Background: an optimization exercise with open tools, aiming at small area and a short achievable clock period. Do not read the settings as production practice.
The RTL was checked by simulation tests, not by an equivalence proof against the original design.
Power and IR drop assume default switching activity.

===== flow/run.sh =====
#!/bin/bash
# synth_recipe.tcl (not shown) runs the flow's synth.tcl, then flattens the netlist and writes it again
# the make line also repeats each setting of config.mk as NAME=value (left out here)
make -C /OpenROAD-flow-scripts/flow DESIGN_CONFIG=/design/flow/config.mk WORK_HOME=/design/flow/orfs CLKGATE_MAP_FILE= SYNTH_SCRIPT=/design/flow/synth_recipe.tcl finish

===== flow/config.mk =====
export PLATFORM = sky130hd
export DESIGN_NAME = cpu_top
export DESIGN_NICKNAME = cpu_top
export VERILOG_FILES = /design/flow/design.v
export SDC_FILE = /design/flow/constraint.sdc
export NUM_CORES = 8
export LEC_CHECK = 0
export CAP_MARGIN = 20
export CORE_MARGIN = 2
export CORE_UTILIZATION = 25
export PLACE_DENSITY = 0.45
export SLEW_MARGIN = 20
export SYNTH_MEMORY_MAX_BITS = 16384

===== flow/constraint.sdc =====
create_clock -name core_clock -period 16.0 [get_ports {i_clk}]
set_input_delay 3.2000 -clock core_clock [delete_from_list [all_inputs] [get_ports {i_clk}]]
set_output_delay 3.2000 -clock core_clock [all_outputs]
set_load 0.01 [all_outputs]

===== flow/design.v =====
`timescale 1ns/1ns
`default_nettype none
package cpu_pkg;
	typedef logic [32-1:0]    word_t;
	typedef logic [32-1:0]    instr_t;
	typedef logic [5-1:0]  reg_idx_t;
	typedef logic [12-1:0]    pc_t;
	typedef logic [17-1:0]   imm_t;
	typedef logic [27-1:0] status_t;
	typedef logic [6-1:0] dmem_addr_t;
	typedef enum logic [4:0] {
		OP_ARITH = 5'd0,
		OP_J     = 5'd1,
		OP_BNE   = 5'd2,
		OP_JAL   = 5'd3,
		OP_JR    = 5'd4,
		OP_ADDI  = 5'd5,
		OP_BLT   = 5'd6,
		OP_SW    = 5'd7,
		OP_LW    = 5'd8,
		OP_SETX  = 5'd21
	} opcode_e;
	typedef enum logic [4:0] {
		ALU_ADD = 5'd0,
		ALU_SUB = 5'd1,
		ALU_AND = 5'd2,
		ALU_OR  = 5'd3,
		ALU_SLL = 5'd4,
		ALU_SRA = 5'd5
	} alu_op_e;
	typedef enum logic [1:0] {
		WB_ALU,
		WB_MEM,
		WB_LINK
	} wb_sel_e;
endpackage
`default_nettype wire
`timescale 1ns/1ns
`default_nettype none
module alu (
	input  cpu_pkg::word_t i_a,
	input  cpu_pkg::word_t i_b,
	input  cpu_pkg::word_t i_imm,
	input  logic           i_is_r,
	input  logic [4:0]     i_funct,
	input  logic [4:0]     i_shamt,
	output cpu_pkg::word_t o_result,
	output logic           o_ovf,
	output logic           o_ne,
	output logic           o_lt
);
	cpu_pkg::word_t op_b;
	cpu_pkg::word_t op_bx;
	cpu_pkg::word_t sum;
	logic           sub;
	assign sub   = i_is_r & (i_funct == 5'd1);
	assign op_b  = i_is_r ? i_b : i_imm;
	assign op_bx = op_b ^ {32{sub}};
	assign sum   = i_a + op_bx + {31'd0, sub};
	assign o_ovf = (i_a[32-1] == op_bx[32-1]) && (sum[32-1] != i_a[32-1]);
	assign o_ne = (i_a != i_b);
	assign o_lt = $signed(i_b) < $signed(i_a);
	always_comb begin
		case (i_funct)
			5'd0, 5'd1: o_result = sum;
			5'd2:       o_result = i_a & op_b;
			5'd3:       o_result = i_a | op_b;
			5'd4:       o_result = i_a << i_shamt;
			5'd5:       o_result = $signed(i_a) >>> i_shamt;
			default:    o_result = '0;
		endcase
		if (!i_is_r) o_result = sum;
	end
endmodule
`default_nettype wire
`timescale 1ns/1ns
`default_nettype none
module instr_decoder (
	input  cpu_pkg::instr_t i_instr,
	output logic ctl_is_r,
	output logic ctl_is_addi,
	output logic ctl_is_sw,
	output logic ctl_is_lw,
	output logic ctl_is_j,
	output logic ctl_is_jal,
	output logic ctl_is_jr,
	output logic ctl_is_bne,
	output logic ctl_is_blt,
	output logic ctl_is_setx,
	output logic ctl_b_is_rd,
	output logic ctl_reg_we,
	output logic ctl_ovf_chk
);
	logic [4:0] op;
	logic [4:0] funct;
	assign op    = i_instr[31:27];
	assign funct = i_instr[6:2];
	assign ctl_is_r    = (op == 5'd0);
	assign ctl_is_j    = (op == 5'd1);
	assign ctl_is_bne  = (op == 5'd2);
	assign ctl_is_jal  = (op == 5'd3);
	assign ctl_is_jr   = (op == 5'd4);
	assign ctl_is_addi = (op == 5'd5);
	assign ctl_is_blt  = (op == 5'd6);
	assign ctl_is_sw   = (op == 5'd7);
	assign ctl_is_lw   = (op == 5'd8);
	assign ctl_is_setx = (op == 5'd21);
	assign ctl_b_is_rd = op[1] | op[2];
	assign ctl_reg_we  = ctl_is_r | ctl_is_addi | ctl_is_lw | ctl_is_jal;
	assign ctl_ovf_chk = ctl_is_addi | (ctl_is_r & (funct[4:1] == 4'd0));
endmodule
`default_nettype wire
`timescale 1ns/1ns
`default_nettype none
module reg_file (
	input  logic              i_clk,
	input  logic              i_rst_n,
	input  cpu_pkg::reg_idx_t i_ra_idx,
	input  cpu_pkg::reg_idx_t i_rb_idx,
	input  cpu_pkg::reg_idx_t i_wr_idx,
	input  logic              i_we,
	input  cpu_pkg::word_t    i_wdata,
	output cpu_pkg::word_t    o_rdata_a,
	output cpu_pkg::word_t    o_rdata_b
);
	localparam int N = 2**5;
	cpu_pkg::word_t regs [1:N-1];
	logic [N-1:1]   valid_q;
	logic [N-1:1]   wsel;
	logic [N-1:1]   rsel_a;
	logic [N-1:1]   rsel_b;
	always_comb begin
		for (int i = 1; i < N; i++) begin
			wsel[i]   = i_we && (i_wr_idx == i);
			rsel_a[i] = valid_q[i] && (i_ra_idx == i);
			rsel_b[i] = valid_q[i] && (i_rb_idx == i);
		end
	end
	always_ff @(posedge i_clk or negedge i_rst_n) begin
		if (!i_rst_n) begin
			valid_q <= '0;
		end else begin
			valid_q <= valid_q | wsel;
		end
	end
	for (genvar i = 1; i < N; i++) begin : g_reg
		always_ff @(posedge i_clk) begin
			if (wsel[i]) regs[i] <= i_wdata;
		end
	end
	always_comb begin
		o_rdata_a = '0;
		o_rdata_b = '0;
		for (int i = 1; i < N; i++) begin
			o_rdata_a = o_rdata_a | ({32{rsel_a[i]}} & regs[i]);
			o_rdata_b = o_rdata_b | ({32{rsel_b[i]}} & regs[i]);
		end
	end
endmodule
`default_nettype wire
`timescale 1ns/1ns
`default_nettype none
module pc_unit (
	input  logic           i_clk,
	input  logic           i_rst_n,
	input  cpu_pkg::instr_t i_instr,
	input  logic           i_is_j,
	input  logic           i_is_jr,
	input  logic           i_is_bne,
	input  logic           i_is_blt,
	input  logic           i_ne,
	input  logic           i_lt,
	input  cpu_pkg::word_t i_jr_addr,
	output cpu_pkg::pc_t   o_pc,
	output cpu_pkg::pc_t   o_pc_plus_one
);
	cpu_pkg::pc_t pc_q;
	cpu_pkg::pc_t pc_next;
	cpu_pkg::pc_t pc_branch;
	logic         taken;
	assign o_pc_plus_one = pc_q + 1'b1;
	assign pc_branch     = o_pc_plus_one + i_instr[12-1:0];
	assign taken = (i_is_bne && i_ne) || (i_is_blt && i_lt);
	always_comb begin
		if (i_is_jr) begin
			pc_next = i_jr_addr[12-1:0];
		end else if (i_is_j) begin
			pc_next = i_instr[12-1:0];
		end else if (taken) begin
			pc_next = pc_branch;
		end else begin
			pc_next = o_pc_plus_one;
		end
	end
	always_ff @(posedge i_clk or negedge i_rst_n) begin
		if (!i_rst_n) begin
			pc_q <= '0;
		end else begin
			pc_q <= pc_next;
		end
	end
	assign o_pc = pc_q;
endmodule
`default_nettype wire
`timescale 1ns/1ns
`default_nettype none
module data_mem (
	input  logic                i_clk,
	input  logic                i_we,
	input  cpu_pkg::dmem_addr_t i_addr,
	input  cpu_pkg::word_t      i_wdata,
	output cpu_pkg::word_t      o_rdata
);
	localparam int N = 2**6;
	cpu_pkg::word_t mem [N];
	logic [N-1:0]   sel;
	always_comb begin
		for (int i = 0; i < N; i++) sel[i] = (i_addr == i);
	end
	for (genvar i = 0; i < N; i++) begin : g_word
		always_ff @(posedge i_clk) begin
			if (i_we && sel[i]) mem[i] <= i_wdata;
		end
	end
	always_comb begin
		o_rdata = '0;
		for (int i = 0; i < N; i++) o_rdata = o_rdata | ({32{sel[i]}} & mem[i]);
	end
endmodule
`default_nettype wire
`timescale 1ns/1ns
`default_nettype none
module cpu_top (
	input  logic                i_clk,
	input  logic                i_rst_n,
	input  cpu_pkg::instr_t     i_instr,
	output cpu_pkg::pc_t        o_pc,
	output logic                o_dmem_we,
	output cpu_pkg::dmem_addr_t o_dmem_addr,
	output cpu_pkg::word_t      o_dmem_wdata,
	output cpu_pkg::status_t    o_status
);
	logic is_r, is_addi, is_sw, is_lw, is_j, is_jal, is_jr, is_bne, is_blt, is_setx;
	logic b_is_rd, reg_we, ovf_chk;
	cpu_pkg::reg_idx_t rd;
	cpu_pkg::reg_idx_t rs;
	cpu_pkg::reg_idx_t rt;
	cpu_pkg::word_t    imm;
	cpu_pkg::word_t rdata_a;
	cpu_pkg::word_t rdata_b;
	cpu_pkg::word_t alu_result;
	cpu_pkg::word_t mem_rdata;
	cpu_pkg::word_t wb_data;
	cpu_pkg::pc_t   pc_plus_one;
	cpu_pkg::dmem_addr_t mem_addr;
	cpu_pkg::status_t status_q;
	logic alu_ovf, alu_ne, alu_lt;
	assign rd  = i_instr[26:22];
	assign rs  = i_instr[21:17];
	assign rt  = i_instr[16:12];
	assign imm = {{(32-17){i_instr[17-1]}}, i_instr[17-1:0]};
	instr_decoder decoder_i (
		.i_instr     (i_instr),
		.ctl_is_r    (is_r),
		.ctl_is_addi (is_addi),
		.ctl_is_sw   (is_sw),
		.ctl_is_lw   (is_lw),
		.ctl_is_j    (is_j),
		.ctl_is_jal  (is_jal),
		.ctl_is_jr   (is_jr),
		.ctl_is_bne  (is_bne),
		.ctl_is_blt  (is_blt),
		.ctl_is_setx (is_setx),
		.ctl_b_is_rd (b_is_rd),
		.ctl_reg_we  (reg_we),
		.ctl_ovf_chk (ovf_chk)
	);
	reg_file reg_file_i (
		.i_clk     (i_clk),
		.i_rst_n   (i_rst_n),
		.i_ra_idx  (rs),
		.i_rb_idx  (b_is_rd ? rd : rt),
		.i_wr_idx  (is_jal ? 5'd31 : rd),
		.i_we      (reg_we),
		.i_wdata   (wb_data),
		.o_rdata_a (rdata_a),
		.o_rdata_b (rdata_b)
	);
	alu alu_i (
		.i_a      (rdata_a),
		.i_b      (rdata_b),
		.i_imm    (imm),
		.i_is_r   (is_r),
		.i_funct  (i_instr[6:2]),
		.i_shamt  (i_instr[11:7]),
		.o_result (alu_result),
		.o_ovf    (alu_ovf),
		.o_ne     (alu_ne),
		.o_lt     (alu_lt)
	);
	assign mem_addr = rdata_a[6-1:0] + imm[6-1:0];
	data_mem data_mem_i (
		.i_clk   (i_clk),
		.i_we    (is_sw & i_rst_n),
		.i_addr  (mem_addr),
		.i_wdata (rdata_b),
		.o_rdata (mem_rdata)
	);
	always_comb begin
		if (is_lw)       wb_data = mem_rdata;
		else if (is_jal) wb_data = {{(32-12){1'b0}}, pc_plus_one};
		else             wb_data = alu_result;
	end
	pc_unit pc_unit_i (
		.i_clk         (i_clk),
		.i_rst_n       (i_rst_n),
		.i_instr       (i_instr),
		.i_is_j        (is_j | is_jal),
		.i_is_jr       (is_jr),
		.i_is_bne      (is_bne),
		.i_is_blt      (is_blt),
		.i_ne          (alu_ne),
		.i_lt          (alu_lt),
		.i_jr_addr     (rdata_b),
		.o_pc          (o_pc),
		.o_pc_plus_one (pc_plus_one)
	);
	always_ff @(posedge i_clk or negedge i_rst_n) begin
		if (!i_rst_n) begin
			status_q <= '0;
		end else if (is_setx) begin
			status_q <= i_instr[27-1:0];
		end else if (ovf_chk) begin
			status_q <= {{(27-1){1'b0}}, alu_ovf};
		end
	end
	assign o_status     = status_q;
	assign o_dmem_addr  = mem_addr;
	assign o_dmem_wdata = rdata_b;
	assign o_dmem_we    = is_sw & i_rst_n;
endmodule
`default_nettype wire

==> impl_metrics.csv <==
group,metric,value,unit
status,status,"finished clean",
sta,max_freq,73.8,MHz
clocking,clock_sinks,3110,
power,peakVddDrop,0.0000862,V
floorplan,start_util,0.251,
clocking,clkLatencyLatePin,1.02,ns
sta,grt_setup_unrepaired,"no",
worst_setup_path,cp_cell_sequence,"clkdlybuf4s50_1 -> buf_4 -> and3b_4 -> buf_4 -> nand3_1 -> nand4_1 -> a2111o_1 -> nor2_1 -> inv_1 -> ha_1 -> inv_1 -> fa_1 -> nor2b_1 -> o21a_1 -> o21ai_0 -> nand2_4 -> inv_4 -> clkdlybuf4s50_1",
detailed_routing,routed-via-count,106000,
placed_design,dpl_cell_area,144000,µm²
power,powerDensity,130,nW/µm²
floorplan,die_area,524000,µm²
clocking,cts-buffers-inserted,336,
synthesis,avgSynthCellArea,15.0,µm²
layout,final_cell_area,156000,µm²
sta,drv_slew,0,
clocking,clock_path_buffers,4,
synthesis,ys_warn_count,7,
detailed_routing,wl_per_cell,48.6,µm
clocking,postCtsSetupBuffers,0,
worst_setup_path,cp_slowest_stage_delay,0.86,ns
synthesis,syn-cell-area,130000,µm²
sta,fin_skew,0.105,ns
worst_setup_path,r2r_end,"reg_file_i.regs[21][13]",
worst_hold_path,min_to,"reg_file_i.valid_q[8]",
global_route,grt_pass1_vias,96600,
layout,nets,9294,
clocking,cts-root-buf,"clkbuf_16",
synthesis,yosysTopAreaCell,"edfxtp_1",
placed_design,gp_congestion,0.998,
worst_setup_path,critPathRequiredTime,12.80,ns
detailed_routing,drtPass1Iterations,13,
detailed_routing,viasPerCell,6.46,
worst_setup_path,reg2reg_slack,5.56,ns
detailed_routing,wl,798,mm
global_route,grt_pass1_wl,1010,mm
worst_setup_path,crit_path_top_delay_cell,"clkdlybuf4s50_1",
power,finalPower,0.0202,W
placed_design,io_buffers,111,
layout,drive_gt1_frac,0.175,
detailed_routing,antenna_left,0,
floorplan,core_area,517000,µm²
global_route,grt_max_degree,69,
synthesis,synth.most_common_cell,"edfxtp_1",
detailed_routing,drtIter0Drc,23900,
floorplan,io_pins,112,
global_route,grt_usage,0.293,
layout,layoutNonFillerInstCount,16400,
sta,finalCritPeriodShare,0.846,
synthesis,synth_ff_type,"edfxtp_1",
synthesis,synthCells,8644,
worst_setup_path,critPathCaptureType,"primary output",
placed_design,place_ws,2.40,ns
synthesis,synth_seq_area_share,0.718,
floorplan,num_rows,264,
layout,syn2layout_area_growth,20.0,%
floorplan,die_h,724,µm
worst_setup_path,crit_fanout,52,
worst_setup_path,cp.arrival,10.34,ns
sta,report.final.setup_viol,0,
worst_hold_path,min_from,"reg_file_i.valid_q[8]",
global_route,gr-total-overflow,0,
worst_setup_path,path_class,"primary input to primary output",
synthesis,synthArstFlopShare,0.0225,
clocking,clk_pin_slew_worst_paths,0.06,ns
sta,finalCriticalPeriod,13.54,ns
global_route,antenna_found_initial,97,
clocking,h-tree-depth,5,
clocking,ctsHoldBuffers,0,
worst_hold_path,holdPathStages,1,
sta,tns,0,ns
sta,relSlewSlack,0.0558,
placed_design,hpwlAfterDp,489,mm
worst_setup_path,crit_path_start_kind,"primary input",
worst_setup_path,r2r_start,"reg_file_i.regs[2][0]",
worst_hold_path,min_path_type,"register to register",
placed_design,place_inst,15800,
clocking,postCtsResizedCells,0,
synthesis,ys_ff_latch,3110,
synthesis,yosysUniqueCellTypes,89,
detailed_routing,drc,0,
sta,hold_viol,0,
flow_run,drv_cap,0,
sta,layout_setup_ws,2.46,ns
synthesis,syn_nets,8760,
power,leakage,50.0,nW
floorplan,die_x,724,µm
synthesis,synth_top_area_frac,0.705,
synthesis,synth_common_cells,"edfxtp_1, a22oi_1, nand3_1",
clocking,cts_tree,"done",
synthesis,synthTopCellsByArea,"edfxtp_1, a22oi_1, nand3_1",
worst_setup_path,ff2ff_path_depth,22,
synthesis,synth-edff-count,3040,
sta,tightest_slew,1.42,ns
## worst max-delay path: cells and delay by family
kind	cells	cell delay [ns]
compound gates	3	1.05
simple gates	6	1.76
fa+ha+maj	2	0.73
buf+inv	7	3.44
## how the worst max path moves through the flow
stage                     start                       to  slack [ns]  depth (start not counted)
floorplan           i_instr[29]  reg_file_i.regs[10][17]        4.04                         25
global placement    i_instr[20]  reg_file_i.regs[31][25]        2.15                         25
detailed placement  i_instr[20]   reg_file_i.regs[9][12]        2.40                         23
CTS                 i_instr[20]           o_dmem_addr[4]        2.66                         18
global route        i_instr[20]           o_dmem_addr[4]        2.40                         18
finish              i_instr[20]           o_dmem_addr[4]        2.46                         18
## registers in the layout (all words and copies together) (netlist names)
signal,cells
data_mem_i.mem,2048
status_q,27
reg_file_i.valid_q,31
pc_unit_i.pc_q,12
reg_file_i.regs,992
## logic make-up after synthesis
kind of cell	share of synthesized area
flip-flops	0.718
AND/OR/NAND/NOR	0.0963
AO/OA/AOI/OAI	0.133
buffers and inverters	0.0209
multiplexers	0.0181
adder cells (fa/ha/maj)	0.00979
XOR/XNOR	0.00433
## power by group
part / total (W) / switching [W] / internal [W]
combinational: 0.00285 / 0.00217 / 0.000679
sequential: 0.00933 / 0.0000618 / 0.00927
clock: 0.00800 / 0.00347 / 0.00454
## metrics by stage
stage	util	hold WS (ns)
after floorplan	-	0.445
after global placement	0.279	0.488
after detailed placement	0.279	0.475
after CTS	0.300	0.500
after global routing	0.301	0.505
final	0.301	0.501
## cells in the final DEF (no fill, tap or decap), drive strengths merged, types with 21 or more instances in the layout
master,synthesis,layout
a2111oi,49,49
and2,46,46
or2,40,40
a31oi,25,25
nand3,684,684
o21ai,146,146
clkdlybuf4s50,0,103
o21a,23,23
a22o,243,243
buf,104,714
nor2,205,205
xnor2,45,45
a211oi,27,27
o211ai,32,32
dfrtp,70,70
a32oi,22,22
a221oi,187,187
or3,28,28
clkinv,3,142
diode,0,66
mux2i,71,71
nand2,331,331
nor3,155,155
and4,66,66
a222oi,175,175
clkbuf,519,410
a21oi,169,169
nand4,322,322
a21o,33,33
mux4,67,67
bufinv,0,35
ha,79,79
edfxtp,3040,3040
o22ai,21,21
maj3,22,22
a221o,56,56
and3,173,173
inv,82,96
nor4,122,122
a22oi,870,870
## area by class of cell
class                           instances  area (µm²)
Antenna cell                           66         165
Clock inverter                        201        2000
Clock buffer                          408        8930
Timing Repair Buffer                  819        6620
Multi-Input combinational cell       4826       35800
Sequential cell                      3110       93000
Fill cell                           51300      361000
Inverter                               85         322
Tap cell                             6916        8650
## layer usage
metal  track usage  vias up  wire (µm)
met4         0.188       70      63900
met3         0.110     2647     118000
li1              -    37300          -
met2         0.412    11000     323000
met1         0.375    55100     292000
met5       0.00321        -        547

static timing again, ports no longer ideal:
The results above use ideal ports. As a check the final layout listed here was re-extracted and re-timed, cells and wires unchanged.
Step 1 (the two cells are an assumption about what drives the block):
set clk [get_ports {i_clk}]
set_driving_cell -lib_cell sky130_fd_sc_hd__clkbuf_16 $clk
set_driving_cell -lib_cell sky130_fd_sc_hd__buf_2 [delete_from_list [all_inputs] $clk]
Step 2 times the ports against the registers' clock, not the clock port: input delays grow and output delays shrink by t, the midpoint of the rising clock arrivals with the driver on.
Three values: ideal ports, drivers, drivers and shift; two values: the first two.
shift t [ns]: 1.083
setup slack, ns: 2.458 / 2.427 / 1.719
worst setup path at the end: input to register
clock arrival spread, ns: 0.104 / 0.105
worst data-port slew with drivers (ns): 0.10
After both steps this run still meets setup and hold. For this run, drivers alone change the setup slack by -0.031 ns; drivers and shift together by -0.739 ns.
